This design comes from an exercise in tuning for a short achievable clock period and few clock cycles on the open sky130 flow, not from production work.
Where RTL was checked, it was by simulation tests only, not by an equivalence proof against the original.
Function not checked in run 1: the RTL went through the layout flow alone.
Power figures rest on the tool's default switching activity, not on a simulated workload.

## flow/run.sh

```bash
#!/bin/bash
# synth_recipe.tcl (not shown) runs the flow's synth.tcl, then flattens the netlist and writes it again
# the make line also repeats each setting of config.mk as NAME=value (left out here)
make -C /OpenROAD-flow-scripts/flow DESIGN_CONFIG=/design/flow/config.mk WORK_HOME=/design/flow/orfs CLKGATE_MAP_FILE= SYNTH_SCRIPT=/design/flow/synth_recipe.tcl finish
```

## flow/config.mk

```make
export PLATFORM = sky130hd
export DESIGN_NAME = mips
export DESIGN_NICKNAME = mips
export VERILOG_FILES = /design/flow/design.v
export SDC_FILE = /design/flow/constraint.sdc
export NUM_CORES = 4
export LEC_CHECK = 0
export CAP_MARGIN = 20
export CORE_MARGIN = 2
export CORE_UTILIZATION = 40
export PLACE_DENSITY = 0.6
export SETUP_SLACK_MARGIN = 5
export SLEW_MARGIN = 20
```

## flow/constraint.sdc

```tcl
create_clock -name core_clock -period 8.0 [get_ports {clk_i}]
set_input_delay 1.6000 -clock core_clock [delete_from_list [all_inputs] [get_ports {clk_i}]]
set_output_delay 1.6000 -clock core_clock [all_outputs]
set_load 0.01 [all_outputs]
```

## flow/design.v

```verilog
package mipsPkg;
	localparam int xlen = 32;
	localparam int regAddrW = 5;
	localparam int pcW = 10;
	typedef logic [xlen-1:0] wordT;
	typedef logic [regAddrW-1:0] regIdxT;
	typedef logic [pcW-1:0] pcT;
	localparam logic [5:0] opRType = 6'h00;
	localparam logic [5:0] opBeq   = 6'h04;
	localparam logic [5:0] opAddiu = 6'h09;
	localparam logic [5:0] opOri   = 6'h0d;
	localparam logic [5:0] opLui   = 6'h0f;
	localparam logic [5:0] opLw    = 6'h23;
	localparam logic [5:0] opSw    = 6'h2b;
	localparam logic [5:0] fnAddu = 6'h21;
	localparam logic [5:0] fnSubu = 6'h23;
	localparam logic [5:0] fnAnd  = 6'h24;
	localparam logic [5:0] fnOr   = 6'h25;
	localparam logic [5:0] fnSlt  = 6'h2a;
	typedef struct packed {
		logic regWrite;   
		logic useRs;
		logic useRt;      
		logic storeRt;    
		logic immB;       
		logic zextImm;
		logic luiImm;     
		logic dstIsRd;
		logic isLoad;
		logic isStore;
		logic isBranch;   
		logic isJump;     
		logic opAdd;
		logic opSub;
		logic opAnd;
		logic opOr;
		logic opSlt;
	} ctrlT;
endpackage
`timescale 1ns/1ps
module decoder (
	input mipsPkg::wordT instr_i,
	output mipsPkg::ctrlT ctrl_o
);
	logic [5:0] op;
	logic [5:0] fn;
	assign op = instr_i[31:26];
	assign fn = instr_i[5:0];
	always_comb begin
		ctrl_o = '0;
		case (op)
			mipsPkg::opRType: begin
				case (fn)
					mipsPkg::fnAddu: ctrl_o.opAdd = 1'b1;
					mipsPkg::fnSubu: ctrl_o.opSub = 1'b1;
					mipsPkg::fnAnd: ctrl_o.opAnd = 1'b1;
					mipsPkg::fnOr: ctrl_o.opOr = 1'b1;
					mipsPkg::fnSlt: ctrl_o.opSlt = 1'b1;
					default: ;
				endcase
				if (fn == mipsPkg::fnAddu || fn == mipsPkg::fnSubu || fn == mipsPkg::fnAnd
						|| fn == mipsPkg::fnOr || fn == mipsPkg::fnSlt) begin
					ctrl_o.regWrite = 1'b1;
					ctrl_o.dstIsRd = 1'b1;
					ctrl_o.useRs = 1'b1;
					ctrl_o.useRt = 1'b1;
				end
			end
			mipsPkg::opAddiu: begin
				ctrl_o.regWrite = 1'b1;
				ctrl_o.useRs = 1'b1;
				ctrl_o.immB = 1'b1;
				ctrl_o.opAdd = 1'b1;
			end
			mipsPkg::opOri: begin
				ctrl_o.regWrite = 1'b1;
				ctrl_o.useRs = 1'b1;
				ctrl_o.immB = 1'b1;
				ctrl_o.zextImm = 1'b1;
				ctrl_o.opOr = 1'b1;
			end
			mipsPkg::opLui: begin
				ctrl_o.regWrite = 1'b1;
				ctrl_o.immB = 1'b1;
				ctrl_o.luiImm = 1'b1;
				ctrl_o.opOr = 1'b1;
			end
			mipsPkg::opLw: begin
				ctrl_o.regWrite = 1'b1;
				ctrl_o.useRs = 1'b1;
				ctrl_o.immB = 1'b1;
				ctrl_o.opAdd = 1'b1;
				ctrl_o.isLoad = 1'b1;
			end
			mipsPkg::opSw: begin
				ctrl_o.useRs = 1'b1;
				ctrl_o.storeRt = 1'b1;
				ctrl_o.immB = 1'b1;
				ctrl_o.opAdd = 1'b1;
				ctrl_o.isStore = 1'b1;
			end
			mipsPkg::opBeq: begin
				if (instr_i[25:21] == instr_i[20:16]) begin
					ctrl_o.isJump = 1'b1;
				end else begin
					ctrl_o.isBranch = 1'b1;
					ctrl_o.useRs = 1'b1;
					ctrl_o.useRt = 1'b1;
				end
			end
			default: ;
		endcase
	end
endmodule
`timescale 1ns/1ps
module regFile (
	input logic clk_i,
	input logic rstN_i,
	input logic [31:1] rdSelA_i,
	input logic [31:1] rdSelB_i,
	input logic [31:1] wrSel_i,
	input mipsPkg::wordT wrData_i,
	output mipsPkg::wordT rdDataA_o,
	output mipsPkg::wordT rdDataB_o
);
	mipsPkg::wordT regs [1:31];
	logic [31:1] written;
	logic [31:1] selA;
	logic [31:1] selB;
	always_ff @(posedge clk_i) begin
		for (int i = 1; i < 32; i++) begin
			if (wrSel_i[i])
				regs[i] <= wrData_i;
		end
	end
	always_ff @(posedge clk_i) begin
		if (!rstN_i)
			written <= '0;
		else
			written <= written | wrSel_i;
	end
	assign selA = rdSelA_i & written;
	assign selB = rdSelB_i & written;
	always_comb begin
		rdDataA_o = '0;
		rdDataB_o = '0;
		for (int i = 1; i < 32; i++) begin
			rdDataA_o = rdDataA_o | ({32{selA[i]}} & regs[i]);
			rdDataB_o = rdDataB_o | ({32{selB[i]}} & regs[i]);
		end
	end
endmodule
`timescale 1ns/1ps
module hazardUnit (
	input logic loadNext_i,           
	input mipsPkg::regIdxT loadDst_i,
	input logic useRs_i,              
	input logic useRt_i,
	input mipsPkg::regIdxT rs_i,
	input mipsPkg::regIdxT rt_i,
	output logic stallNext_o
);
	assign stallNext_o = loadNext_i && loadDst_i != 5'd0
		&& ((useRs_i && loadDst_i == rs_i) || (useRt_i && loadDst_i == rt_i));
endmodule
`timescale 1ns/1ps
module forwardUnit (
	input mipsPkg::regIdxT src_i,      
	input logic exWr_i,               
	input mipsPkg::regIdxT exDst_i,
	input logic memWr_i,              
	input mipsPkg::regIdxT memDst_i,
	input logic wbWr_i,               
	input mipsPkg::regIdxT wbDst_i,
	output logic fromEx_o,
	output logic fromMem_o,
	output logic fromWb_o
);
	assign fromEx_o = exWr_i && exDst_i == src_i;
	assign fromMem_o = memWr_i && memDst_i == src_i;
	assign fromWb_o = wbWr_i && wbDst_i == src_i;
endmodule
`timescale 1ns/1ps
module ksAdd (
	input mipsPkg::wordT a_i,
	input mipsPkg::wordT b_i,
	input logic cin_i,
	output mipsPkg::wordT sum_o
);
	logic [31:0] g [0:5];
	logic [31:0] p [0:5];
	logic [31:0] carry;
	always_comb begin
		g[0] = a_i & b_i;
		p[0] = a_i ^ b_i;
		g[0][0] = (a_i[0] & b_i[0]) | (cin_i & (a_i[0] | b_i[0]));
		for (int l = 1; l <= 5; l++) begin
			for (int i = 0; i < 32; i++) begin
				if (i >= (1 << (l - 1))) begin
					g[l][i] = g[l-1][i] | (p[l-1][i] & g[l-1][i - (1 << (l - 1))]);
					p[l][i] = p[l-1][i] & p[l-1][i - (1 << (l - 1))];
				end else begin
					g[l][i] = g[l-1][i];
					p[l][i] = p[l-1][i];
				end
			end
		end
		carry = {g[5][30:0], cin_i};
		sum_o = p[0] ^ carry;
	end
endmodule
module alu (
	input logic selNN_i,
	input logic selF_i,
	input logic selFinv_i,
	input logic selFFa_i,
	input logic fwdA_i,
	input logic fwdB_i,
	input logic opArith_i,
	input logic opAnd_i,
	input logic opOr_i,
	input logic opSlt_i,
	input logic cin_i,
	input mipsPkg::wordT a_i,
	input mipsPkg::wordT b_i,
	input mipsPkg::wordT fwd_i,
	output mipsPkg::wordT addr_o,
	output mipsPkg::wordT result_o
);
	mipsPkg::wordT sNN;
	mipsPkg::wordT sF;
	mipsPkg::wordT arith;
	mipsPkg::wordT opA;
	mipsPkg::wordT opB;
	logic diffSign;
	logic signB;
	logic lt;
	ksAdd uNN (.a_i(a_i), .b_i(b_i), .cin_i(cin_i), .sum_o(sNN));
	ksAdd uF (.a_i(fwd_i), .b_i(b_i), .cin_i(cin_i), .sum_o(sF));
	assign arith = ({32{selNN_i}} & sNN) | ({32{selF_i}} & sF) | ({32{selFinv_i}} & ~sF)
		| ({32{selFFa_i}} & {fwd_i[30:0], 1'b0});
	assign addr_o = fwdA_i ? sF : sNN;
	assign opA = fwdA_i ? fwd_i : a_i;
	assign opB = fwdB_i ? fwd_i : b_i;
	assign diffSign = (fwdA_i && fwdB_i) ? 1'b0 : fwdA_i ? sF[31] : fwdB_i ? ~sF[31] : sNN[31];
	assign signB = fwdB_i ? fwd_i[31] : ~b_i[31];
	assign lt = (opA[31] ^ signB) ? opA[31] : diffSign;
	assign result_o = ({32{opArith_i}} & arith)
		| ({32{opAnd_i}} & (opA & opB))
		| ({32{opOr_i}} & (opA | opB))
		| {31'd0, opSlt_i & lt};
endmodule
`timescale 1ns/1ps
module mips (
	input logic clk_i,
	input logic rstN_i,
	input logic [31:0] instr_i,
	input logic [31:0] dataRd_i,
	output logic [31:0] pcO_o,
	output logic memWrite_o,
	output logic [31:0] memAddr_o,
	output logic [31:0] memWdata_o
);
	mipsPkg::pcT pc;
	mipsPkg::pcT pcNext;
	logic fJump;
	mipsPkg::pcT fTarget;
	mipsPkg::pcT pcHold;
	logic idValid;
	mipsPkg::wordT idInstr;
	mipsPkg::pcT idPc1;
	logic [31:1] idRsSel;
	logic [31:1] idRtSel;
	logic idRsEx;
	logic idRsMem;
	logic idRsWb;
	logic idRtEx;
	logic idRtMem;
	logic idRtWb;
	logic exRegWrite;
	logic exLoad;
	logic exStore;
	logic exBranch;
	logic exAnd;
	logic exOr;
	logic exSlt;
	logic exArith;
	logic exCin;
	logic exFwdA;
	logic exFwdB;
	logic exFwdS;
	logic exSelNN;
	logic exSelF;
	logic exSelFinv;
	logic exSelFFa;
	mipsPkg::regIdxT exDst;
	mipsPkg::wordT exA;
	mipsPkg::wordT exB;
	mipsPkg::wordT exS;
	mipsPkg::pcT exTarget;
	logic memRegWrite;
	logic memLoad;
	logic memStore;
	mipsPkg::regIdxT memDst;
	mipsPkg::wordT memRes;
	mipsPkg::wordT memAddr;
	mipsPkg::wordT memSdata;
	logic wbRegWrite;
	logic [31:1] wbSel;
	mipsPkg::regIdxT wbDst;
	mipsPkg::wordT wbVal;
	mipsPkg::ctrlT dec;
	mipsPkg::ctrlT fDec;
	mipsPkg::regIdxT nRs;
	mipsPkg::regIdxT nRt;
	logic idToEx;
	logic nRsEx;
	logic nRsMem;
	logic nRsWb;
	logic nRtEx;
	logic nRtMem;
	logic nRtWb;
	logic stallNext;
	mipsPkg::regIdxT rs;
	mipsPkg::regIdxT rt;
	mipsPkg::regIdxT dst;
	mipsPkg::wordT rsReg;
	mipsPkg::wordT rtReg;
	mipsPkg::wordT rsVal;
	mipsPkg::wordT rtVal;
	logic fwdRs;
	logic fwdRt;
	mipsPkg::wordT imm;
	mipsPkg::pcT idTarget;
	logic stall;
	logic idSub;
	logic idFwdA;
	logic idFwdB;
	logic idSwap;
	mipsPkg::wordT memVal;
	mipsPkg::wordT opA;
	mipsPkg::wordT opB;
	mipsPkg::wordT aluRes;
	mipsPkg::wordT aluAddr;
	logic exEq;
	logic exTaken;
	assign pcO_o = {20'd0, pc, 2'b00};
	assign pcNext = pc + 10'd1;
	assign fJump = instr_i[31:26] == mipsPkg::opBeq && instr_i[25:21] == instr_i[20:16];
	assign fTarget = pcNext + instr_i[9:0];
	assign pcHold = exTaken ? exTarget : stall ? pc : pcNext;
	always_ff @(posedge clk_i) begin
		if (!rstN_i)
			pc <= '0;
		else if (fJump && !exTaken && !stall)
			pc <= fTarget;
		else
			pc <= pcHold;
	end
	always_ff @(posedge clk_i) begin
		if (!rstN_i || exTaken)
			idValid <= 1'b0;
		else if (!stall)
			idValid <= 1'b1;
	end
	always_ff @(posedge clk_i) begin
		if (!rstN_i)
			stall <= 1'b0;
		else
			stall <= stallNext;
	end
	always_ff @(posedge clk_i) begin
		idRsEx <= nRsEx;
		idRsMem <= nRsMem;
		idRsWb <= nRsWb;
		idRtEx <= nRtEx;
		idRtMem <= nRtMem;
		idRtWb <= nRtWb;
	end
	always_ff @(posedge clk_i) begin
		if (!stall) begin
			idInstr <= instr_i;
			idPc1 <= pcNext;
			for (int i = 1; i < 32; i++) begin
				idRsSel[i] <= instr_i[25:21] == 5'(i);
				idRtSel[i] <= instr_i[20:16] == 5'(i);
			end
		end
	end
	assign rs = idInstr[25:21];
	assign rt = idInstr[20:16];
	decoder uDecoder (.instr_i(idInstr), .ctrl_o(dec));
	assign dst = dec.dstIsRd ? idInstr[15:11] : rt;
	assign imm = dec.luiImm ? {idInstr[15:0], 16'd0}
		: dec.zextImm ? {16'd0, idInstr[15:0]}
		: {{16{idInstr[15]}}, idInstr[15:0]};
	assign idTarget = idPc1 + idInstr[9:0];
	regFile uRegFile (
		.clk_i(clk_i),
		.rstN_i(rstN_i),
		.rdSelA_i(idRsSel),
		.rdSelB_i(idRtSel),
		.wrSel_i(wbSel),
		.wrData_i(wbVal),
		.rdDataA_o(rsReg),
		.rdDataB_o(rtReg)
	);
	assign memVal = memLoad ? dataRd_i : memRes;
	assign rsVal = idRsMem ? memVal : idRsWb ? wbVal : rsReg;
	assign rtVal = idRtMem ? memVal : idRtWb ? wbVal : rtReg;
	assign fwdRs = idRsEx;
	assign fwdRt = idRtEx;
	decoder uFetchDecoder (.instr_i(instr_i), .ctrl_o(fDec));
	assign idToEx = idValid && !stall && !exTaken;
	assign nRs = stall ? rs : instr_i[25:21];
	assign nRt = stall ? rt : instr_i[20:16];
	forwardUnit uFwdRs (
		.src_i(nRs),
		.exWr_i(idToEx && dec.regWrite && dst != 5'd0), .exDst_i(dst),
		.memWr_i(exRegWrite), .memDst_i(exDst),
		.wbWr_i(memRegWrite), .wbDst_i(memDst),
		.fromEx_o(nRsEx), .fromMem_o(nRsMem), .fromWb_o(nRsWb)
	);
	forwardUnit uFwdRt (
		.src_i(nRt),
		.exWr_i(idToEx && dec.regWrite && dst != 5'd0), .exDst_i(dst),
		.memWr_i(exRegWrite), .memDst_i(exDst),
		.wbWr_i(memRegWrite), .wbDst_i(memDst),
		.fromEx_o(nRtEx), .fromMem_o(nRtMem), .fromWb_o(nRtWb)
	);
	hazardUnit uHazard (
		.loadNext_i(idToEx && dec.isLoad),
		.loadDst_i(dst),
		.useRs_i(fDec.useRs),
		.useRt_i(fDec.useRt | fDec.storeRt),
		.rs_i(instr_i[25:21]),
		.rt_i(instr_i[20:16]),
		.stallNext_o(stallNext)
	);
	assign idFwdA = fwdRs && dec.useRs;
	assign idFwdB = fwdRt && dec.useRt;
	assign idSub = dec.opSub || dec.opSlt;
	assign idSwap = (dec.opAdd || dec.opSub || dec.opSlt) && idFwdB && !idFwdA;
	always_ff @(posedge clk_i) begin
		if (!rstN_i || exTaken || stall || !idValid) begin
			exRegWrite <= 1'b0;
			exLoad <= 1'b0;
			exStore <= 1'b0;
			exBranch <= 1'b0;
		end else begin
			exRegWrite <= dec.regWrite && dst != 5'd0;
			exLoad <= dec.isLoad;
			exStore <= dec.isStore;
			exBranch <= dec.isBranch;
		end
	end
	always_ff @(posedge clk_i) begin
		exAnd <= dec.opAnd;
		exOr <= dec.opOr;
		exSlt <= dec.opSlt;
		exArith <= dec.opAdd || dec.opSub;
		exCin <= idSub && !idSwap;
		exFwdA <= idFwdA;
		exFwdB <= idFwdB;
		exSelNN <= !idFwdA && !idFwdB;
		exSelF <= (idFwdA && !idFwdB) || (idSwap && !idSub);
		exSelFinv <= idSwap && idSub;
		exSelFFa <= idFwdA && idFwdB && !idSub;
		exFwdS <= fwdRt;
		exDst <= dst;
		exA <= dec.luiImm ? 32'd0 : rsVal;
		if (idSwap)
			exB <= idSub ? ~rsVal : rsVal;
		else
			exB <= dec.immB ? imm : idSub ? ~rtVal : rtVal;
		exS <= rtVal;
		exTarget <= idTarget;
	end
	alu uAlu (
		.selNN_i(exSelNN), .selF_i(exSelF), .selFinv_i(exSelFinv), .selFFa_i(exSelFFa), .fwdA_i(exFwdA), .fwdB_i(exFwdB),
		.opArith_i(exArith), .opAnd_i(exAnd), .opOr_i(exOr), .opSlt_i(exSlt), .cin_i(exCin),
		.a_i(exA), .b_i(exB), .fwd_i(memRes), .addr_o(aluAddr), .result_o(aluRes)
	);
	always_comb begin
		case ({exFwdA, exFwdB})
			2'b10: exEq = memRes == exB;
			2'b01: exEq = exA == memRes;
			2'b11: exEq = 1'b1;
			default: exEq = exA == exB;
		endcase
	end
	assign exTaken = exBranch && exEq;
	always_ff @(posedge clk_i) begin
		if (!rstN_i) begin
			memRegWrite <= 1'b0;
			memLoad <= 1'b0;
			memStore <= 1'b0;
		end else begin
			memRegWrite <= exRegWrite;
			memLoad <= exLoad;
			memStore <= exStore;
		end
	end
	always_ff @(posedge clk_i) begin
		memDst <= exDst;
		memRes <= aluRes;
		memAddr <= aluAddr;
		memSdata <= exFwdS ? memRes : exS;
	end
	assign memWrite_o = memStore;
	assign memAddr_o = memAddr;
	assign memWdata_o = memSdata;
	always_ff @(posedge clk_i) begin
		if (!rstN_i) begin
			wbRegWrite <= 1'b0;
			wbSel <= '0;
		end else begin
			wbRegWrite <= memRegWrite;
			for (int i = 1; i < 32; i++)
				wbSel[i] <= memRegWrite && memDst == 5'(i);
		end
	end
	always_ff @(posedge clk_i) begin
		wbDst <= memDst;
		wbVal <= memVal;
	end
endmodule
```

==> results by group, run 1 <==
Logic synthesis
  • Main synth FF type: edfxtp_1
  • Share of the synthesized area in the top cell type: 51.3%
  • Synthesized flop and latch total: ~1400
  • YS warnings: 7
  • Synth area leaders: edfxtp_1 51%, dfxtp_1 11%, a221oi_1 4.6%, a22o_1 4.4%, a22oi_1 3.8%
  • Gate Count Post-Synth: 5047
  • Unique masters post-synth: 83
  • Synth area leader: edfxtp_1
  • Synth Area per Inst: 12.7 um2
  • Netlist area before placement: 64200 um2
  • Sequential area share after synthesis: about 62%
  • EDFF count, synth: 1096
  • Fraction of registers with async set/reset: 0%

Clocking
  • Root buf cell: clkbuf_16
  • Sinks on Clock Net: 1439
  • Num CTS Buffers: 147
  • Clk Latency, worst-skew pair: just over 800 ps
  • H-tree depth: 4
  • Longest Clk Path Bufs: 3
  • CTS clk-pin slew, worst paths: ~70 ps
  • CTS tree: yes

Placed design
  • Routability cong.: between 0.9 and 1
  • Hpwl dp: 167000 um
  • Port bufs: 140
  • Placed Cells incl. Taps: 6988

Critical path
  • Buffers & Inverters on Critical Path: 3
  • CP max FO: 4
  • R2R Setup Slk: 4810 ps
  • CP Class: reg2reg
  • CP Launch Type: flop
  • Slowest CP cell: or4_4
  • Crit path max-delay family: simple AND/OR/NAND/NOR gates
  • CP max stage delay: 450 ps
  • CP required: 8740 ps
  • Worst endpoint data arrival time: ~3900 ps
  • Critical Path Sink Type: flop
  • Crit path cell chain: fa_2, inv_2, fa_2, nor2b_4, o2111ai_4, a21oi_4, nor4_4, buf_4, or4_4, o211ai_1, buf_4, nand4b_1, and3b_1, a21oi_1

Final layout
  • Share of layout cells above drive strength 1: 20.1%
  • Commonest non-fill, non-tap cell in the layout: edfxtp_1
  • Final instance count without filler cells: 7399
  • Largest Register: uRegFile.regs
  • Filler instances: 13700
  • Syn-to-layout area delta: 19.0%
  • Max reg flops: 992
  • Most frequent cells in the layout: 1096 x edfxtp_1, 325 x a22oi_1, 320 x a22o_1
  • Area of the multi-input gates: 24700 um2
  • Final Net Count: 5351
  • Reg area: 40000 um2

STA
  • Slew Limit Headroom: 14.5%
  • Clock skew: 23.7 ps
  • Fin crit share: 39.8%
  • Minimum clock period: 3190 ps
  • Total Neg Setup Slack: 0 ps
  • Measured slew at the worst slew-check pin: about 1300 ps
  • Pins Over Slew Limit: 0
  • Hold Violations, Final: 0
  • Fmax: around 310 MHz
  • Final setup violation count: 0
  • RSZ-0062 raised after global routing: yes

Drt
  • First drt pass iteration count: 11
  • Vias per cell: between 7 and 8
  • Wire length per cell: 40.1 um
  • DRC: 0
  • Total Wirelength: 297000 um
  • Post-route ant nets: 0
  • Initial DRC count: about 11000
  • DR vias: 53100

Power
  • Total Power: 15400 uW
  • Clock share of power: 45.6%
  • Sw frac: a little over a fifth
  • Comb power frac: under 10%
  • Worst vdd ir: approximately 0.00023 V
  • Switch Pwr: 3350 uW
  • Internal power: roughly 12000 uW
  • Pwr dens: 202 nW/um2
  • Share of power burned in registers: 52.1%
  • Leakage power: ~0.027 uW

Global routing
  • First-pass GRT wire length: 399000 um
  • Largest net degree at the start of global routing: 80
  • Antenna violations before repair: 7
  • Gr usage total: 35.0%
  • Gr ovfl total: 0
  • Vias in the first global route: 49400

Floorplanning
  • Die area: about 160000 um2
  • Rows: 146
  • DIE WIDTH: 404 um
  • Initial Utilization: around 40%
  • Die Span Y: between 400 and 500 um
  • # IOs: roughly 160
  • Core Area: around 160000 um2

Worst hold path
  • Worst min path class: reg2reg

Outcome
  • Outcome: timing/DRC/antenna clean

Run
  • Max cap viols: 0
-- worst paths after layout --
path,start,to,cells after the start
max reg2reg,exB[0],memRes[30],14
min reg2reg,idRtEx,exFwdS,0
max,exB[0],memRes[30],14
min,idRtEx,exFwdS,0
-- layer usage --
metal  track usage, %  share of wire, %
met5                0             0.039
met4             23.4               9.3
met3             14.6                16
met2             51.1                41
met1             42.0                34
-- power by group through the flow --
stage	logic, uW	registers [uW]	clock network [uW]
6_report	353	8040	7040
5_1_grt	376	8040	7320
4_1_cts	334	8040	7040
3_5_place_dp	312	8200	0
3_3_place_gp	311	8200	0
2_1_floorplan	197	8170	0
-- Yosys cell counts (93+ instances only) --
library cell and instances:
a22oi_1 326, edfxtp_1 1096, a22o_1 320, a221oi_1 338, o21ai_0 119, dfxtp_1 343, nand4_1 143, nand3_1 93
a21oi_1 222, mux2_2 101, nand2_1 200, xnor2_1 147, mux2i_1 112, nor2_1 290, clkbuf_1 338
-- cell families (layout without fill, tap and decap cells) --
kind of cell	count (synthesis)	after routing	synth area share [%]
fa+ha+maj	87	87	1.76
other cells	1	25	0.00585
simple gates	998	999	7.63
buf+inv	482	737	2.99
mux	217	217	3.63
xor+xnor	221	221	3.02
compound gates	1602	1602	19.0
flops	1439	1439	62.0
-- metrics by stage --
stage | hold WS, ps | worst slack, ps | instance area (um2) | utilization (%)
3_3_place_gp | 343 | 2720 | 67700 | 42.7
4_1_cts | 351 | 4740 | 74300 | 46.8
2_1_floorplan | 323 | 4660 | 64300 | -
5_1_grt | 361 | 4680 | 76300 | 48.1
6_report | 353 | 4810 | 76300 | 48.1
3_5_place_dp | 342 | 2770 | 67700 | 42.7
-- what timing repair did --
action                                  in CTS  in global routing
endpoints found under the setup margin     193                 88
hold buffers                                 0                  0
buffers inserted                            29                 99
resized for setup                          565                345
pin swaps                                   47                113
gates cloned                                 2                  4
-- cell type report --
class                   count  area share (%)
multi-input cells        3148            32.4
flip-flops and latches   1439            52.3
clock buffers             196            5.26
well taps                2072            3.40
repair buffers            406            5.29
clock inverters            78            1.05
diodes                      3         0.00983
inverters                  57           0.293
==> run 2: changes to the inputs <==
--- a/flow/design.v
+++ b/flow/design.v
@@ -122,2 +122,3 @@
 	input mipsPkg::wordT wrData_i,
+	output logic [31:1] written_o,
 	output mipsPkg::wordT rdDataA_o,
@@ -127,4 +128,2 @@
 	logic [31:1] written;
-	logic [31:1] selA;
-	logic [31:1] selB;
 	always_ff @(posedge clk_i) begin
@@ -141,4 +140,3 @@
 	end
-	assign selA = rdSelA_i & written;
-	assign selB = rdSelB_i & written;
+	assign written_o = written;
 	always_comb begin
@@ -147,4 +145,4 @@
 		for (int i = 1; i < 32; i++) begin
-			rdDataA_o = rdDataA_o | ({32{selA[i]}} & regs[i]);
-			rdDataB_o = rdDataB_o | ({32{selB[i]}} & regs[i]);
+			rdDataA_o = rdDataA_o | ({32{rdSelA_i[i]}} & regs[i]);
+			rdDataB_o = rdDataB_o | ({32{rdSelB_i[i]}} & regs[i]);
 		end
@@ -208,2 +206,3 @@
 		carry = {g[5][30:0], cin_i};
+		carry[1] = (a_i[0] | b_i[0]) & ((a_i[0] & b_i[0]) | cin_i);
 		sum_o = p[0] ^ carry;
@@ -218,3 +217,2 @@
 	input logic fwdB_i,
-	input logic opArith_i,
 	input logic opAnd_i,
@@ -247,3 +245,3 @@
 	assign lt = (opA[31] ^ signB) ? opA[31] : diffSign;
-	assign result_o = ({32{opArith_i}} & arith)
+	assign result_o = arith
 		| ({32{opAnd_i}} & (opA & opB))
@@ -286,3 +284,2 @@
 	logic exSlt;
-	logic exArith;
 	logic exCin;
@@ -327,2 +324,3 @@
 	mipsPkg::wordT rsReg;
+	logic [31:1] regWritten;
 	mipsPkg::wordT rtReg;
@@ -339,2 +337,3 @@
 	logic idSwap;
+	logic idArith;
 	mipsPkg::wordT memVal;
@@ -374,6 +373,6 @@
 		idRsMem <= nRsMem;
-		idRsWb <= nRsWb;
+		idRsWb <= nRsWb && !nRsMem;
 		idRtEx <= nRtEx;
 		idRtMem <= nRtMem;
-		idRtWb <= nRtWb;
+		idRtWb <= nRtWb && !nRtMem;
 	end
@@ -383,6 +382,8 @@
 			idPc1 <= pcNext;
-			for (int i = 1; i < 32; i++) begin
-				idRsSel[i] <= instr_i[25:21] == 5'(i);
-				idRtSel[i] <= instr_i[20:16] == 5'(i);
-			end
+		end
+	end
+	always_ff @(posedge clk_i) begin
+		for (int i = 1; i < 32; i++) begin
+			idRsSel[i] <= nRs == 5'(i) && (regWritten[i] || wbSel[i]) && !nRsMem && !nRsWb;
+			idRtSel[i] <= nRt == 5'(i) && (regWritten[i] || wbSel[i]) && !nRtMem && !nRtWb;
 		end
@@ -404,2 +405,3 @@
 		.wrData_i(wbVal),
+		.written_o(regWritten),
 		.rdDataA_o(rsReg),
@@ -408,4 +410,4 @@
 	assign memVal = memLoad ? dataRd_i : memRes;
-	assign rsVal = idRsMem ? memVal : idRsWb ? wbVal : rsReg;
-	assign rtVal = idRtMem ? memVal : idRtWb ? wbVal : rtReg;
+	assign rsVal = ({32{idRsMem}} & memVal) | ({32{idRsWb}} & wbVal) | rsReg;
+	assign rtVal = ({32{idRtMem}} & memVal) | ({32{idRtWb}} & wbVal) | rtReg;
 	assign fwdRs = idRsEx;
@@ -442,2 +444,3 @@
 	assign idSub = dec.opSub || dec.opSlt;
+	assign idArith = dec.opAdd || dec.opSub;
 	assign idSwap = (dec.opAdd || dec.opSub || dec.opSlt) && idFwdB && !idFwdA;
@@ -460,3 +463,2 @@
 		exSlt <= dec.opSlt;
-		exArith <= dec.opAdd || dec.opSub;
 		exCin <= idSub && !idSwap;
@@ -464,6 +466,6 @@
 		exFwdB <= idFwdB;
-		exSelNN <= !idFwdA && !idFwdB;
-		exSelF <= (idFwdA && !idFwdB) || (idSwap && !idSub);
-		exSelFinv <= idSwap && idSub;
-		exSelFFa <= idFwdA && idFwdB && !idSub;
+		exSelNN <= idArith && !idFwdA && !idFwdB;
+		exSelF <= idArith && ((idFwdA && !idFwdB) || (idSwap && !idSub));
+		exSelFinv <= idArith && idSwap && idSub;
+		exSelFFa <= idArith && idFwdA && idFwdB && !idSub;
 		exFwdS <= fwdRt;
@@ -479,4 +481,5 @@
 	alu uAlu (
-		.selNN_i(exSelNN), .selF_i(exSelF), .selFinv_i(exSelFinv), .selFFa_i(exSelFFa), .fwdA_i(exFwdA), .fwdB_i(exFwdB),
-		.opArith_i(exArith), .opAnd_i(exAnd), .opOr_i(exOr), .opSlt_i(exSlt), .cin_i(exCin),
+		.selNN_i(exSelNN), .selF_i(exSelF), .selFinv_i(exSelFinv), .selFFa_i(exSelFFa),
+		.fwdA_i(exFwdA), .fwdB_i(exFwdB),
+		.opAnd_i(exAnd), .opOr_i(exOr), .opSlt_i(exSlt), .cin_i(exCin),
 		.a_i(exA), .b_i(exB), .fwd_i(memRes), .addr_o(aluAddr), .result_o(aluRes)
==> run 2 against run 1 <==
Still clean on timing, DRC and antenna. Final cell count shrank 2.2%. Hold slack lost 7.4 ps. Clock power up 1%. Combinational power shrank 16%. First-iteration DRC count up 4.5%. Register-to-register slack improved by 80 ps. Sequential power shrank 1%. Power fell by 0.20%. Sequential cell count down 1. Clock skew up 6.7 ps. Area after synthesis is 3.4% lower. Critical endpoint is now exB[3].
==> results by group, run 2 <==
Placed design
  • Placed Cells incl. Taps: 6884 (-1.5%)
  • Port bufs: 140 (unchanged)
  • Routability cong.: 0.963 (+2.0%)
  • Hpwl dp: 161000 um (-3.4%)

Power
  • Leakage power: 0.0244 uW (-10%)
  • Worst vdd ir: 0.000227 V (-2.8%)
  • Pwr dens: 212 nW/um2 (+4.8%)

Logic synthesis
  • Synth Area per Inst: 12.8 um2 (+0.53%)
  • Synth area leaders: edfxtp_1 50%, dfxtp_1 13%, a22oi_1 11%, mux2_2 2.0%, nand4_1 1.9%
  • Main synth FF type: edfxtp_1
  • Fraction of registers with async set/reset: 0% (unchanged)
  • Sequential area share after synthesis: 63.2% (+1.2 points)
  • Unique masters post-synth: 82 (-1.2%)
  • Synth cell count leaders: 1034 x edfxtp_1, 888 x a22oi_1, 404 x dfxtp_1
  • EDFF count, synth: 1034 (-5.7%)
  • Synthesized flop and latch total: 1438 (-0.069%)
  • Gate Count Post-Synth: 4849 (-3.9%)
  • Synth area leader: edfxtp_1
  • YS warnings: 7 (unchanged)
  • Share of the synthesized area in the top cell type: 50.1% (-1.2 points)
  • Most common cell in the synthesized netlist: edfxtp_1
  • Netlist area before placement: 62000 um2 (-3.4%)

Outcome
  • Outcome: timing/DRC/antenna clean

Final layout
  • Max reg flops: 992 (unchanged)
  • Final instance count without filler cells: 7235 (-2.2%)
  • Commonest non-fill, non-tap cell in the layout: edfxtp_1
  • Share of layout cells above drive strength 1: 17.5% (-2.6 points)
  • Largest Register: uRegFile.regs
  • Final Net Count: 5211 (-2.6%)
  • Most frequent cells in the layout: 1034 x edfxtp_1, 888 x a22oi_1, 254 x dfxtp_1
  • Syn-to-layout area delta: 17.4%

STA
  • Final setup violation count: 0 (unchanged)
  • Pins Over Slew Limit: 0 (unchanged)
  • Measured slew at the worst slew-check pin: 1200 ps (-69.8 ps)
  • Minimum clock period: 3110 ps (-82.5 ps)
  • Fin crit share: 38.8% (-1.0 points)
  • Hold Violations, Final: 0 (unchanged)
  • Slew Limit Headroom: 19.9% (+5.4 points)
  • Fmax: 322 MHz (+2.7%)
  • Total Neg Setup Slack: 0 ps (unchanged)
  • Clock skew: 30.4 ps (+6.66 ps)
  • RSZ-0062 raised after global routing: yes

Critical path
  • CP Launch Type: flop
  • CP Class: reg2reg
  • CP required: 8670 ps (-70 ps)
  • CP max FO: 21 (+17)
  • Worst r2r dst: exB[3]
  • Worst endpoint data arrival time: 3770 ps (-160 ps)
  • R2R depth: 8 (-6)
  • Critical Path Sink Type: flop
  • R2R Setup Slk: 4890 ps (+80 ps)
  • Crit Reg-Reg Startpoint: idRsSel[30]

Clocking
  • Sinks on Clock Net: 1438 (-0.069%)
  • CTS tree: yes
  • Hold buffer count at cts: 0 (unchanged)
  • Root buf cell: clkbuf_16
  • H-tree depth: 4 (unchanged)
  • Clk Latency, worst-skew pair: 810 ps (about the same)
  • CTS clk-pin slew, worst paths: 60 ps (about the same)
  • Num CTS Buffers: 146 (-0.68%)
  • Longest Clk Path Bufs: 3 (unchanged)

Worst hold path
  • Hold path endpoint: exFwdS
  • Hold Path Depth: 0 (unchanged)
  • Worst min path class: reg2reg
  • Hold wc startpoint: idRtEx

Global routing
  • Gr ovfl total: 0 (unchanged)
  • First-pass GRT wire length: 391000 um (-2.2%)
  • Vias in the first global route: 48500 (-1.9%)
  • Antenna violations before repair: 10 (+3)
  • Gr usage total: 35.6% (+0.62 points)
  • Largest net degree at the start of global routing: 62 (-23%)

Drt
  • DRC: 0 (unchanged)
  • Total Wirelength: 291000 um (-2.1%)
  • First drt pass iteration count: 14 (+3)
  • Vias per cell: 7.14 (-0.53%)
  • Initial DRC count: 11100 (+4.5%)
  • Wire length per cell: 40.2 um (+0.12%)
  • Post-route ant nets: 0 (unchanged)
  • DR vias: 51700 (-2.7%)

Floorplanning
  • Initial Utilization: 40.3% (-0.14 points)
  • Core Area: 154000 um2 (-3.1%)
  • Die Span Y: 398 um (-1.7%)
  • Die area: 158000 um2 (-3.4%)
  • DIE WIDTH: 398 um (-1.7%)
  • # IOs: 163 (unchanged)
  • Rows: 144 (-1.4%)

Run
  • Max cap viols: 0 (unchanged)
run 2: cell count changes after synthesis, moves of 31 or more:
cell | before | now
and2_1 | 80 | 9
nor3_1 | 57 | 129
o32ai_1 | 64 | 0
a22o_1 | 320 | 82
xnor2_1 | 147 | 112
edfxtp_1 | 1096 | 1034
a22oi_1 | 326 | 888
o21ai_0 | 119 | 73
clkbuf_1 | 338 | 245
nand4_1 | 143 | 192
dfxtp_1 | 343 | 404
nor2_1 | 290 | 197
a221oi_1 | 338 | 90
nor4_1 | 25 | 56
run 2: how the worst max path moves through the flow:
stage                startpoint  endpoint  slack [ps]  depth (start not counted)
floorplan           instr_i[30]     pc[3]        4660                          9
global placement    instr_i[19]     pc[9]        3430                         10
detailed placement  instr_i[22]     pc[9]        3420                         10
CTS                  instr_i[3]     stall        4970                          9
global route             exFwdB     pc[5]        4870                         14
finish              idRsSel[30]    exB[3]        4890                          8
run 2: worst max-delay path, cell delays in order (launching register included):
cell	delay (ps)
dfxtp_2	600
buf_4	470
a22o_1	270
a221oi_1	250
nand3_1	170
nor4_2	560
nand2_1	160
xor2_1	330
o22ai_1	130
run 2: routing by layer:
| metal | part of all wire, % | global-route usage, % | up-vias |
|---|---|---|---|
| met1 | 33 | 41.8 | 25000 |
| met5 | 0.19 | 1.18 | - |
| met4 | 9.4 | 26.1 | 18 |
| met2 | 42 | 51.9 | 5222 |
| li1 | - | - | 19800 |
| met3 | 16 | 14.9 | 1651 |
run 2: what timing repair did:
item,4_1_cts,5_1_grt
pin swaps,32,38
setup endpoints to repair,228,113
gates resized for setup,309,128
gates cloned,7,0
buffers inserted,43,23
run 2: layout make-up:
cell class	count	area, um2
fill	13600	81200
antenna	7	17.5
timing repair buffer	363	3180
multi-input combinational	3058	22500
tap	2044	2560
sequential	1438	39400
clock inverter	81	833
clock buffer	190	4090
inverter	54	205
run 2: kinds of logic after synthesis:
group | synth area share (%)
mux | 3.56
fa+ha+maj | 1.74
compound gates | 17.9
flops | 63.2
buf+inv | 2.47
simple gates | 8.17
xor+xnor | 3.00
other cells | 0.00605
run 2: through the flow:
stage / worst slack [ps] / cell area [um2] / hold slack, ps / power, uW / utilization [%]
detailed placement: 3420 / 66200 / 338 / 8390 / 43.0
CTS: 4970 / 72100 / 347 / 15400 / 46.8
global route: 4870 / 72700 / 357 / 15700 / 47.2
floorplan: 4660 / 62200 / 331 / 8270 / -
finish: 4890 / 72700 / 346 / 15400 / 47.3
global placement: 3430 / 66200 / 347 / 8390 / 43.0
run 2: where the power goes:
part	internal, uW	total [uW]	switching, uW
registers	7910	7960	49.5
clock network	4050	7140	3090
logic	124	297	173
total	12100	15400	3310
Testbench counts of run 2, summed over its fixed seeds: cycles 26,483.
==> run 3: changes to the inputs <==
==> flow/flow/run.sh (new file) <==
#!/bin/bash
set -euo pipefail
bash standard.sh synth > synth.log 2>&1
sed 's/SETUP_SLACK_MARGIN=5 /SETUP_SLACK_MARGIN=5.5 /' standard.sh > standard_margin.sh
grep -q 'SETUP_SLACK_MARGIN=5.5 ' standard_margin.sh
bash standard_margin.sh > layout.log 2>&1
==> flow/standard.sh (new file) <==
#!/bin/bash
# synth_recipe.tcl (not shown) runs the flow's synth.tcl, then flattens the netlist and writes it again
# the make line also repeats each setting of config.mk as NAME=value (left out here)
make -C /OpenROAD-flow-scripts/flow DESIGN_CONFIG=/design/flow/config.mk WORK_HOME=/design/flow/orfs CLKGATE_MAP_FILE= SYNTH_SCRIPT=/design/flow/synth_recipe.tcl "${@:-finish}"
removed: flow/run.sh
==> run 3 against run 2 <==
Critical path type unchanged. Worst setup slack better by 110 ps. Critical endpoint is now exB[22]. Maximum frequency is 3.5% higher. Clock-buffer cell count is 2 higher. Die area stayed put. Critical path depth stayed put. Sequential cell count stayed put. Via count is 1.5% higher. Synthesized cell count stayed put. Global-route usage hardly changed. Clock skew is 1.3 ps higher. Hold slack better by 22 ps.
==> results by group, run 3 <==
Logic synthesis
  • Synth area leader: edfxtp_1
  • Main synth FF type: edfxtp_1
  • Most common cell in the synthesized netlist: edfxtp_1
  • Synth cell count leaders: 1034 x edfxtp_1, 888 x a22oi_1, 404 x dfxtp_1
  • YS warnings: 7 (unchanged)
  • Unique masters post-synth: 82 (unchanged)
  • Sequential area share after synthesis: 63.2% (unchanged)
  • Fraction of registers with async set/reset: 0% (unchanged)
  • Netlist area before placement: 62000 um2 (unchanged)
  • EDFF count, synth: 1034 (unchanged)
  • Synthesized flop and latch total: 1438 (unchanged)
  • Share of the synthesized area in the top cell type: 50.1% (unchanged)
  • Gate Count Post-Synth: 4849 (unchanged)
  • Synth Area per Inst: 12.8 um2 (unchanged)
  • Synth area leaders: edfxtp_1 50%, dfxtp_1 13%, a22oi_1 11%, mux2_2 2.0%, nand4_1 1.9%

Critical path
  • CP Class: reg2reg
  • CP Launch Type: flop
  • CP required: 8670 ps (about the same)
  • CP max FO: 8 (-62%)
  • Crit Reg-Reg Startpoint: idInstr[30]
  • Critical Path Sink Type: flop
  • CP Launch Point: idInstr[30]
  • Worst endpoint data arrival time: 3670 ps (-100 ps)

STA
  • Total Neg Setup Slack: 0 ps (unchanged)
  • Fin crit share: 37.5% (-1.3 points)
  • Final setup violation count: 0 (unchanged)
  • Fmax: 333 MHz (+3.5%)
  • Clock skew: 31.7 ps (+1.25 ps)
  • Hold Violations, Final: 0 (unchanged)
  • Pins Over Slew Limit: 0 (unchanged)
  • Measured slew at the worst slew-check pin: 1130 ps (-69.5 ps)
  • RSZ-0062 raised after global routing: yes
  • Slew Limit Headroom: 22.7% (+2.8 points)
  • Minimum clock period: 3000 ps (-106 ps)

Floorplanning
  • Die Span Y: 398 um (unchanged)
  • Die area: 158000 um2 (unchanged)
  • Rows: 144 (unchanged)
  • DIE WIDTH: 398 um (unchanged)
  • Initial Utilization: 40.3% (unchanged)
  • Core Area: 154000 um2 (unchanged)
  • # IOs: 163 (unchanged)

Run
  • Max cap viols: 0 (unchanged)

Global routing
  • Gr ovfl total: 0 (unchanged)
  • Largest net degree at the start of global routing: 62 (unchanged)
  • Antenna violations before repair: 14 (+4)
  • Gr usage total: 35.5% (-0.047 points)
  • First-pass GRT wire length: 391000 um (+0.15%)
  • Vias in the first global route: 48800 (+0.64%)

Power
  • Worst vdd ir: 0.000257 V (+13%)
  • Leakage power: 0.0254 uW (+4.2%)
  • Pwr dens: 203 nW/um2 (-4.2%)
  • Total Power: 15400 uW (-0.30%)

Placed design
  • Hpwl dp: 156000 um (-3.5%)
  • Routability cong.: 0.937 (-2.7%)
  • Port bufs: 140 (unchanged)

Final layout
  • Most frequent cells in the layout: 1034 x edfxtp_1, 888 x a22oi_1, 255 x buf_4
  • Final Net Count: 5327 (+2.2%)
  • Syn-to-layout area delta: 22.1%
  • Max reg flops: 992 (unchanged)
  • Commonest non-fill, non-tap cell in the layout: edfxtp_1
  • Share of layout cells above drive strength 1: 24.9% (+7.4 points)
  • Largest Register: uRegFile.regs

Drt
  • Metal-1 WL: 95900 um (+0.59%)
  • DRC: 0 (unchanged)
  • Wire length per cell: 40.1 um (-0.35%)
  • Initial DRC count: 10800 (-2.8%)
  • Highest Signal Layer: met5
  • DR WL met3: 48100 um (+4.1%)
  • Total Wirelength: 294000 um (+1.2%)
  • Post-route ant nets: 0 (unchanged)
  • DR vias: 52400 (+1.5%)
  • Vias per cell: 7.14 (about the same)
  • First drt pass iteration count: 8 (-6)
  • Met2 routed wirelength: 123000 um (+1.2%)

Clocking
  • CTS clk-pin slew, worst paths: 60 ps (about the same)
  • CTS tree: yes
  • Clk Latency, worst-skew pair: 810 ps (about the same)
  • Root buf cell: clkbuf_16
  • Longest Clk Path Bufs: 3 (unchanged)
  • Num CTS Buffers: 146 (unchanged)
  • H-tree depth: 4 (unchanged)
  • Sinks on Clock Net: 1438 (unchanged)

Worst hold path
  • Hold wc startpoint: idRtEx
  • Worst min path class: reg2reg

Outcome
  • Outcome: timing/DRC/antenna clean
[run 3: final cells by class]
cell class	count	area (um2)
clock buffers	192	4070
flip-flops and latches	1438	39500
inverters	54	208
repair buffers	478	4570
fillers	13100	78200
clock inverters	75	786
diodes	8	20.0
multi-input cells	3059	24000
well taps	2044	2560
[run 3: repair_timing]
action	in CTS	in global routing
pin swaps	118	95
resized for setup	717	247
buffers inserted	109	71
endpoints found under the setup margin	274	261
gates cloned	14	6
hold buffers	0	0
[run 3: kinds of logic after synthesis]
logic type / share of synthesized area (%)
flops: 63.2
mux: 3.56
buf+inv: 2.47
simple gates: 8.17
compound gates: 17.9
xor+xnor: 3.00
other cells: 0.00605
fa+ha+maj: 1.74
[run 3: layer usage]
metal / GRT usage (%) / vias to the layer above
met5: 1.69 / -
met4: 23.2 / 27
met3: 15.4 / 1631
met2: 52.6 / 5481
met1: 41.9 / 25200
li1: - / 20100
[run 3: path summary, 6_finish.rpt]
kind                  end  slack (ps)  cells after the start
hold / removal     exFwdS         370                      0
setup reg to reg  exB[22]        5000                      8
setup / recovery  exB[22]        5000                      8
hold reg to reg    exFwdS         370                      0
[run 3: through the flow]
stage	hold WS, ps	cells	setup WS (ps)	area (um2)	utilization (%)
after floorplan	331	4870	4690	62800	-
after global placement	353	6873	3310	66600	43.3
after detailed placement	358	6873	3420	66600	43.3
after CTS	369	7263	5070	73900	48.0
after global routing	378	7340	4930	75700	49.2
final	368	7348	5000	75700	49.2
[run 3: power breakdown]
part | switching, uW | internal, uW | total, uW
Combinational | 188 | 148 | 336
Clock | 3070 | 4000 | 7070
Sequential | 48.9 | 7900 | 7950
Total | 3310 | 12000 | 15400
[run 3: critical path, cell delays in order, from the launching register on]
cell and delay (ps):
edfxtp_1 390, buf_4 140, nor2b_1 390, nor4b_4 630, nand2_1 650, nand3_4 290
buf_12 150, buf_16 140, o221ai_2 90
==> run 4: changes to the inputs <==
==> flow/flow/run.sh (replaced) <==
#!/bin/bash
set -euo pipefail
bash standard.sh synth > synth.log 2>&1
sed 's/SETUP_SLACK_MARGIN=5 /SETUP_SLACK_MARGIN=6 /' standard.sh > standard_margin.sh
grep -q 'SETUP_SLACK_MARGIN=6 ' standard_margin.sh
bash standard_margin.sh > layout.log 2>&1
==> run 4 against run 3 <==
Cell area rose by 4.0%. Final cell count rose by 1.5%. Area after synthesis did not move. Non-clock buffer count rose by 108. Register-to-register slack barely moved. Power barely moved. Critical path depth rose by 5. Clock-buffer cell count rose by 4. Global-route usage rose by 1.3 points. Die area did not move. Sequential cell count did not move. Clock power fell by 0.7%. Critical endpoint is now pc[5].
==> results by group, run 4 <==
Final layout
  • Share of layout cells above drive strength 1: 30.4% (+5.5 points)
  • Commonest non-fill, non-tap cell in the layout: edfxtp_1
  • Largest Register: uRegFile.regs
  • Most frequent cells in the layout: 1034 x edfxtp_1, 887 x a22oi_1, 266 x buf_4
  • Final Net Count: 5433 (+2.0%)
  • Syn-to-layout area delta: 27.0%
  • Max reg flops: 992 (unchanged)

STA
  • Pins Over Slew Limit: 0 (unchanged)
  • Hold Violations, Final: 0 (unchanged)
  • Final setup violation count: 0 (unchanged)
  • Total Neg Setup Slack: 0 ps (unchanged)
  • Slew Limit Headroom: 20.2% (-2.5 points)
  • Fin crit share: 37.6% (+0.15 points)
  • Minimum clock period: 3010 ps (+12.0 ps)
  • Fmax: 332 MHz (-0.40%)
  • RSZ-0062 raised after global routing: yes
  • Measured slew at the worst slew-check pin: 1200 ps (+67.1 ps)
  • Clock skew: 26.3 ps (-5.40 ps)

Floorplanning
  • Die area: 158000 um2 (unchanged)
  • Rows: 144 (unchanged)
  • Core Area: 154000 um2 (unchanged)
  • Initial Utilization: 40.3% (unchanged)
  • Die Span Y: 398 um (unchanged)
  • # IOs: 163 (unchanged)
  • DIE WIDTH: 398 um (unchanged)

Drt
  • First drt pass iteration count: 10 (+2)
  • Vias per cell: 7.16 (+0.35%)
  • Post-route ant nets: 0 (unchanged)
  • DR vias: 53400 (+1.8%)
  • DRC: 0 (unchanged)
  • Initial DRC count: 11300 (+5.1%)
  • Total Wirelength: 304000 um (+3.2%)
  • Wire length per cell: 40.7 um (+1.7%)

Placed design
  • Hpwl dp: 157000 um (+0.98%)
  • Routability cong.: 0.963 (+2.8%)
  • Port bufs: 140 (unchanged)

Global routing
  • Antenna violations before repair: 7 (-7)
  • First-pass GRT wire length: 404000 um (+3.3%)
  • Vias in the first global route: 50000 (+2.5%)
  • Gr usage total: 36.8% (+1.3 points)
  • Gr ovfl total: 0 (unchanged)
  • Largest net degree at the start of global routing: 62 (unchanged)

Clocking
  • Longest Clk Path Bufs: 3 (unchanged)
  • Root buf cell: clkbuf_16
  • CTS tree: yes
  • Hold buffer count at cts: 0 (unchanged)
  • Num CTS Buffers: 145 (-0.68%)
  • Clk Latency, worst-skew pair: 810 ps (about the same)
  • Sinks on Clock Net: 1438 (unchanged)
  • H-tree depth: 4 (unchanged)
  • CTS clk-pin slew, worst paths: 60 ps (about the same)

Critical path
  • CP Class: reg2reg
  • Critical Path Sink Type: flop
  • CP max FO: 7 (-1)
  • Crit path cell chain: buf_12, nor2b_4, buf_6, buf_12, mux2i_1, xnor2_1, nor4_2, nand4_1, o21ai_4, o311ai_4, buf_6, mux2i_1, nor2_1
  • Slowest CP cell: nor4_2
  • CP required: 8670 ps (about the same)
  • CP max stage delay: 400 ps (-250 ps)
  • Worst endpoint data arrival time: 3680 ps (about the same)
  • CP Launch Type: flop

Logic synthesis
  • Most common cell in the synthesized netlist: edfxtp_1
  • Fraction of registers with async set/reset: 0% (unchanged)
  • Sequential area share after synthesis: 63.2% (unchanged)
  • Synth area leaders: edfxtp_1 50%, dfxtp_1 13%, a22oi_1 11%, mux2_2 2.0%, nand4_1 1.9%
  • YS warnings: 7 (unchanged)
  • EDFF count, synth: 1034 (unchanged)
  • Netlist area before placement: 62000 um2 (unchanged)
  • Synthesized flop and latch total: 1438 (unchanged)
  • Synth cell count leaders: 1034 x edfxtp_1, 888 x a22oi_1, 404 x dfxtp_1
  • Synth area leader: edfxtp_1
  • Gate Count Post-Synth: 4849 (unchanged)
  • Main synth FF type: edfxtp_1
  • Share of the synthesized area in the top cell type: 50.1% (unchanged)
  • Synth Area per Inst: 12.8 um2 (unchanged)
  • Unique masters post-synth: 82 (unchanged)

Power
  • Share of power burned in registers: 51.8% (about the same)
  • Clock share of power: 45.7% (-0.3 points)
  • Comb power frac: 2.6% (+0.4 points)
  • Internal power: 12000 uW (-0.18%)
  • Pwr dens: 195 nW/um2 (-3.8%)
  • Total Power: 15400 uW (about the same)
  • Sw frac: 21.7% (+0.17 points)
  • Leakage power: 0.0266 uW (+4.6%)
  • Worst vdd ir: 0.000228 V (-11%)
  • Switch Pwr: 3330 uW (+0.85%)

Worst hold path
  • Worst min path class: reg2reg

Outcome
  • Outcome: timing/DRC/antenna clean

Run
  • Max cap viols: 0 (unchanged)
run 4: power by group through the flow:
stage	Combinational [uW]	Clock, uW	Sequential, uW
after global placement	274	0	8130
after detailed placement	275	0	8130
after global routing	415	7280	7950
final	393	7020	7950
after CTS	357	7010	7950
after floorplan	181	0	8100
run 4: path summary, 6_finish.rpt:
kind | from | end | slack, ps | cells after the start
max | exFwdB | pc[5] | 4990 | 13
min | idRtEx | exFwdS | 380 | 0
max reg2reg | exFwdB | pc[5] | 4990 | 13
min reg2reg | idRtEx | exFwdS | 380 | 0
run 4: layer usage:
layer / track usage [%] / part of all wire, % / vias up / wire, um
li1: - / - / 20300 / -
met3: 15.4 / 17 / 1674 / 50300
met2: 54.3 / 42 / 5627 / 128000
met1: 43.0 / 32 / 25800 / 98000
met4: 26.7 / 9.1 / 8 / 27600
met5: 1.39 / 0.048 / - / 147
run 4: stage by stage:
stage	cell area, um2	setup WS [ps]	hold slack, ps	util [%]	instances
after floorplan	63500	4690	350	-	4870
after global placement	67200	3640	360	43.7	6873
after detailed placement	67200	3590	354	43.7	6873
after CTS	76700	5040	382	49.8	7368
after global routing	78700	4910	394	51.1	7448
final	78700	4990	381	51.1	7456
run 4: cells by family after synthesis:
logic type | share of synthesized area (%)
fa+ha+maj | 1.74
buf+inv | 2.47
mux | 3.56
xor+xnor | 3.00
simple gates | 8.17
compound gates | 17.9
other cells | 0.00605
flops | 63.2
run 4: what timing repair did:
action                     4_1_cts  5_1_grt
setup endpoints to repair      390      322
pin swaps                      208      117
gates cloned                    16        5
buffers inserted               214       71
gates resized for setup       1069      302
run 4: layout make-up:
cell class / instances / area [um2]
Sequential cell: 1438 / 39600
Clock inverter: 69 / 724
Tap cell: 2044 / 2560
Multi-Input combinational cell: 3058 / 25300
Clock buffer: 196 / 4070
Fill cell: 12900 / 75200
Inverter: 54 / 215
Timing Repair Buffer: 586 / 6240
Antenna cell: 11 / 27.5
run 4: worst max-delay path: cells and delay by family (launching register included):
| family | cells | cell delay [ps] |
|---|---|---|
| XOR/XNOR | 1 | 150 |
| flip-flops | 1 | 360 |
| multiplexers | 2 | 350 |
| AND/OR/NAND/NOR | 4 | 890 |
| buffers and inverters | 4 | 570 |
| AO/OA/AOI/OAI | 2 | 560 |
==> run 5: changes to the inputs <==
--- a/flow/design.v
+++ b/flow/design.v
@@ -213,4 +213,2 @@
 	input logic selF_i,
-	input logic selFinv_i,
-	input logic selFFa_i,
 	input logic fwdA_i,
@@ -237,4 +235,3 @@
 	ksAdd uF (.a_i(fwd_i), .b_i(b_i), .cin_i(cin_i), .sum_o(sF));
-	assign arith = ({32{selNN_i}} & sNN) | ({32{selF_i}} & sF) | ({32{selFinv_i}} & ~sF)
-		| ({32{selFFa_i}} & {fwd_i[30:0], 1'b0});
+	assign arith = ({32{selNN_i}} & sNN) | ({32{selF_i}} & sF);
 	assign addr_o = fwdA_i ? sF : sNN;
@@ -242,4 +239,4 @@
 	assign opB = fwdB_i ? fwd_i : b_i;
-	assign diffSign = (fwdA_i && fwdB_i) ? 1'b0 : fwdA_i ? sF[31] : fwdB_i ? ~sF[31] : sNN[31];
-	assign signB = fwdB_i ? fwd_i[31] : ~b_i[31];
+	assign diffSign = fwdA_i ? sF[31] : sNN[31];
+	assign signB = ~b_i[31];
 	assign lt = (opA[31] ^ signB) ? opA[31] : diffSign;
@@ -280,3 +277,5 @@
 	logic exStore;
-	logic exBranch;
+	logic exBrNN;
+	logic exBrFN;
+	logic exBrNF;
 	logic exAnd;
@@ -290,4 +289,2 @@
 	logic exSelF;
-	logic exSelFinv;
-	logic exSelFFa;
 	mipsPkg::regIdxT exDst;
@@ -343,3 +340,2 @@
 	mipsPkg::wordT aluAddr;
-	logic exEq;
 	logic exTaken;
@@ -432,2 +428,6 @@
 	);
+	logic aluWait;
+	assign aluWait = !stall && ((nRtEx && fDec.useRt && (fDec.opSub || fDec.opSlt) && !(nRsEx && fDec.useRs))
+		|| (nRsEx && fDec.useRs && nRtEx && fDec.useRt && (fDec.opAdd || fDec.opSub || fDec.opSlt)));
+	logic loadWait;
 	hazardUnit uHazard (
@@ -439,4 +439,5 @@
 		.rt_i(instr_i[20:16]),
-		.stallNext_o(stallNext)
+		.stallNext_o(loadWait)
 	);
+	assign stallNext = loadWait || aluWait;
 	assign idFwdA = fwdRs && dec.useRs;
@@ -445,3 +446,3 @@
 	assign idArith = dec.opAdd || dec.opSub;
-	assign idSwap = (dec.opAdd || dec.opSub || dec.opSlt) && idFwdB && !idFwdA;
+	assign idSwap = dec.opAdd && idFwdB && !idFwdA;
 	always_ff @(posedge clk_i) begin
@@ -451,3 +452,5 @@
 			exStore <= 1'b0;
-			exBranch <= 1'b0;
+			exBrNN <= 1'b0;
+			exBrFN <= 1'b0;
+			exBrNF <= 1'b0;
 		end else begin
@@ -456,3 +459,5 @@
 			exStore <= dec.isStore;
-			exBranch <= dec.isBranch;
+			exBrNN <= dec.isBranch && !fwdRs && !fwdRt;
+			exBrFN <= dec.isBranch && fwdRs;
+			exBrNF <= dec.isBranch && fwdRt;
 		end
@@ -463,3 +468,3 @@
 		exSlt <= dec.opSlt;
-		exCin <= idSub && !idSwap;
+		exCin <= idSub;
 		exFwdA <= idFwdA;
@@ -467,5 +472,3 @@
 		exSelNN <= idArith && !idFwdA && !idFwdB;
-		exSelF <= idArith && ((idFwdA && !idFwdB) || (idSwap && !idSub));
-		exSelFinv <= idArith && idSwap && idSub;
-		exSelFFa <= idArith && idFwdA && idFwdB && !idSub;
+		exSelF <= idArith && ((idFwdA && !idFwdB) || idSwap);
 		exFwdS <= fwdRt;
@@ -474,3 +477,3 @@
 		if (idSwap)
-			exB <= idSub ? ~rsVal : rsVal;
+			exB <= rsVal;
 		else
@@ -481,3 +484,3 @@
 	alu uAlu (
-		.selNN_i(exSelNN), .selF_i(exSelF), .selFinv_i(exSelFinv), .selFFa_i(exSelFFa),
+		.selNN_i(exSelNN), .selF_i(exSelF),
 		.fwdA_i(exFwdA), .fwdB_i(exFwdB),
@@ -486,11 +489,4 @@
 	);
-	always_comb begin
-		case ({exFwdA, exFwdB})
-			2'b10: exEq = memRes == exB;
-			2'b01: exEq = exA == memRes;
-			2'b11: exEq = 1'b1;
-			default: exEq = exA == exB;
-		endcase
-	end
-	assign exTaken = exBranch && exEq;
+	assign exTaken = (exBrNN && exA == exB) || (exBrFN && memRes == exB)
+		|| (exBrNF && exA == memRes);
 	always_ff @(posedge clk_i) begin
==> flow/flow/run.sh (replaced) <==
#!/bin/bash
set -euo pipefail
bash standard.sh synth > synth.log 2>&1
sed 's/SETUP_SLACK_MARGIN=5 /SETUP_SLACK_MARGIN=5.5 /' standard.sh > standard_margin.sh
grep -q 'SETUP_SLACK_MARGIN=5.5 ' standard_margin.sh
bash standard_margin.sh > layout.log 2>&1
==> run 5 against run 4 <==
Utilization is 1.9 points lower. Clock skew rose by 3.4 ps. Maximum frequency grew 0.16%. Sequential share of layout area increased by 2.5 points. Synthesized cell count down 3.0%. Critical path depth is 2 lower. Combinational power is 13% lower. Critical path type unchanged. Largest power group unchanged.
==> results by group, run 5 <==
Logic synthesis
  • Main synth FF type: edfxtp_1
  • Share of the synthesized area in the top cell type: 50.8% (+0.67 points)
  • Fraction of registers with async set/reset: 0% (unchanged)
  • Synth area leaders: edfxtp_1 51%, dfxtp_1 13%, a22oi_1 11%, mux2_2 2.1%, nand4_1 1.9%
  • EDFF count, synth: 1034 (unchanged)
  • Synthesized flop and latch total: 1438 (unchanged)
  • Sequential area share after synthesis: 64.0% (+0.85 points)
  • Most common cell in the synthesized netlist: edfxtp_1
  • Synth cell count leaders: 1034 x edfxtp_1, 864 x a22oi_1, 404 x dfxtp_1
  • Unique masters post-synth: 83 (+1.2%)
  • YS warnings: 7 (unchanged)
  • Netlist area before placement: 61100 um2 (-1.3%)
  • Synth Area per Inst: 13.0 um2 (+1.7%)
  • Synth area leader: edfxtp_1
  • Gate Count Post-Synth: 4704 (-3.0%)

Floorplanning
  • Initial Utilization: 40.3% (about the same)
  • Rows: 143 (-0.69%)
  • Die Span Y: 395 um (-0.66%)
  • # IOs: 163 (unchanged)
  • Die area: 156000 um2 (-1.3%)
  • DIE WIDTH: 395 um (-0.66%)
  • Core Area: 152000 um2 (-1.3%)

STA
  • Clock skew: 29.7 ps (+3.43 ps)
  • Fin crit share: 37.6% (-0.060 points)
  • Fmax: 333 MHz (+0.16%)
  • Total Neg Setup Slack: 0 ps (unchanged)
  • Minimum clock period: 3010 ps (-4.82 ps)
  • RSZ-0062 raised after global routing: yes
  • Hold Violations, Final: 0 (unchanged)
  • Final setup violation count: 0 (unchanged)
  • Slew Limit Headroom: 22.7% (+2.5 points)
  • Measured slew at the worst slew-check pin: 1160 ps (-37.6 ps)
  • Pins Over Slew Limit: 0 (unchanged)

Global routing
  • Antenna violations before repair: 8 (+1)
  • Gr usage total: 34.8% (-2.0 points)
  • Gr ovfl total: 0 (unchanged)
  • Largest net degree at the start of global routing: 65 (+4.8%)
  • First-pass GRT wire length: 379000 um (-6.2%)
  • Vias in the first global route: 47700 (-4.5%)

Critical path
  • Worst r2r dst: memAddr[30]
  • CP Launch Type: flop
  • CP Class: reg2reg
  • Crit Reg-Reg Startpoint: exB[0]
  • Critical Path Sink Type: flop
  • R2R Setup Slk: 4990 ps (about the same)
  • R2R depth: 11 (-2)
  • CP required: 8670 ps (about the same)
  • Worst endpoint data arrival time: 3670 ps (about the same)
  • CP max FO: 5 (-2)

Worst hold path
  • Hold path endpoint: memDst[3]
  • Worst min path class: reg2reg
  • Hold Path Depth: 0 (unchanged)
  • Hold wc startpoint: exDst[3]

Drt
  • Wire length per cell: 40.0 um (-1.8%)
  • Vias per cell: 7.10 (-0.86%)
  • DRC: 0 (unchanged)
  • DR vias: 50700 (-5.0%)
  • Total Wirelength: 286000 um (-5.9%)
  • First drt pass iteration count: 10 (unchanged)
  • Post-route ant nets: 0 (unchanged)
  • Initial DRC count: 10500 (-7.5%)

Power
  • Worst vdd ir: 0.000191 V (-16%)
  • Leakage power: 0.0244 uW (-8.2%)
  • Pwr dens: 207 nW/um2 (+5.8%)

Placed design
  • Routability cong.: 0.967 (+0.47%)
  • Placed instance area: 65600 um2 (-2.3%)
  • Port bufs: 140 (unchanged)
  • Hpwl dp: 146000 um (-6.8%)

Run
  • Max cap viols: 0 (unchanged)

Final layout
  • Largest Register: uRegFile.regs
  • Reg area: 39500 um2 (-0.24%)
  • Final instance area: 74700 um2 (-5.0%)
  • Filler instances: 13000 (+0.67%)
  • Commonest non-fill, non-tap cell in the layout: edfxtp_1
  • Final Net Count: 5135 (-5.5%)
  • Max reg flops: 992 (unchanged)
  • Share of layout cells above drive strength 1: 25.4% (-5.0 points)
  • Area of the multi-input gates: 23600 um2 (-6.8%)
  • Most frequent cells in the layout: 1034 x edfxtp_1, 864 x a22oi_1, 219 x dfxtp_1
  • Syn-to-layout area delta: 22.2%

Clocking
  • CTS tree: yes
  • Clk Latency, worst-skew pair: 810 ps (about the same)
  • H-tree depth: 4 (unchanged)
  • Longest Clk Path Bufs: 3 (unchanged)
  • Root buf cell: clkbuf_16
  • CTS clk-pin slew, worst paths: 60 ps (about the same)
  • Sinks on Clock Net: 1438 (unchanged)
  • Num CTS Buffers: 148 (+2.1%)

Outcome
  • Outcome: timing/DRC/antenna clean
run 5: changes by cell type after synthesis, sizes merged, moves of 20 or more:
| cell | change |
|---|---|
| a21oi | -41 |
| a221o | +20 |
| a22oi | -24 |
| mux2i | -33 |
| nor2 | -58 |
| nor2b | +30 |
| o211ai | -25 |
| xor2 | -21 |
run 5: layer usage:
metal | routed length [um] | part of all wire, % | up-vias | global-route usage [%]
met3 | 46400 | 16 | 1654 | 15.0
met1 | 94000 | 33 | 24500 | 41.2
met2 | 118000 | 41 | 5118 | 50.8
met5 | 180 | 0.063 | - | 0
li1 | - | - | 19500 | -
met4 | 26800 | 9.4 | 20 | 24.6
run 5: cells by family after synthesis:
logic type | after synthesis | share of synthesized area [%]
other | 1 | 0.00613
DFF | 1438 | 64.0
buffers and inverters | 372 | 2.45
muxes | 176 | 3.13
AOI/OAI and AO/OA | 1480 | 17.8
adders and majority gates | 85 | 1.79
and+or+nand+nor | 966 | 8.12
xor gates and xnor gates | 186 | 2.66
run 5: power by group:
group	switching (uW)	internal (uW)
Sequential	46.9	7910
Combinational	186	154
Clock	3060	4080
Total	3290	12100
run 5: stage by stage:
step                      cells  total power (uW)  setup slack (ps)  hold WS, ps  utilization (%)
after floorplan            4725              8260              4480          360                -
after global placement     6697              8370              3360          400             43.2
after detailed placement   6697              8370              3390          394             43.2
after CTS                  7073             15400              5000          413             47.9
after global routing       7141             15700              4940          427             49.2
final                      7144             15400              4990          417             49.2
run 5: worst max-delay path: stages, from the launching register on:
cell,delay (ps)
dfxtp_2,350
inv_4,50
fa_2,420
nor2b_4,150
o31a_4,150
a41o_4,230
o21ai_4,120
a311o_2,460
o311ai_4,430
a21oi_2,100
xnor2_1,160
a22o_1,230
run 5: layout make-up:
class	instances	area share, %
Inverter	64	0.328
Clock inverter	69	0.924
Sequential cell	1438	52.8
Tap cell	2030	3.40
Multi-Input combinational cell	2918	31.6
Clock buffer	208	5.73
Antenna cell	3	0.0100
Timing Repair Buffer	414	5.25
run 5: repair_timing:
item / in CTS / in global routing
setup buffers: 99 / 58
pin swaps: 91 / 120
endpoints found under the setup margin: 258 / 242
hold buffers: 0 / 0
cloned: 0 / 10
gates resized for setup: 769 / 332
run 5: how the worst max path moves through the flow:
stage	startpoint	endpoint	slack, ps
2_1_floorplan	instr_i[0]	pc[8]	4480
3_3_place_gp	instr_i[23]	pc[4]	3360
3_5_place_dp	instr_i[23]	pc[4]	3390
4_1_cts	memRes[17]	memRes[31]	5000
5_1_grt	memRes[9]	memRes[31]	4940
6_report	exB[0]	memAddr[30]	4990
Testbench counts of run 5, summed over its fixed seeds: cycles 26,693.

## port drivers added, routing unchanged
No port has a modelled driver above. Below, the same layouts with a new extraction and two added sets of constraints. Step 1 assumes that a clkbuf_16 drives the clock port and a buf_2 every other input. Step 2 times the ports against the registers' clock, not the clock port: input delays grow and output delays shrink by t, the midpoint of the rising clock arrivals with the driver on. Slacks: no drivers / after step 1 / after step 2; pairs: no drivers / after step 1.
run	shift t [ns]	setup slack, ns	worst slew at a driven data input, ns
run 1	0.886	4.812 / 4.812 / 4.224	0.10
run 2	0.877	4.895 / 4.895 / 4.165	0.08
run 3	0.871	5.000 / 5.000 / 4.247	0.08
run 4	0.883	4.988 / 4.950 / 4.279	0.11
run 5	0.877	4.993 / 4.993 / 4.239	0.09
After both steps every run listed still meets setup and hold. The setup slack of run 5, which loses most, moves by 0.000 ns with the drivers and by -0.754 ns with both steps.
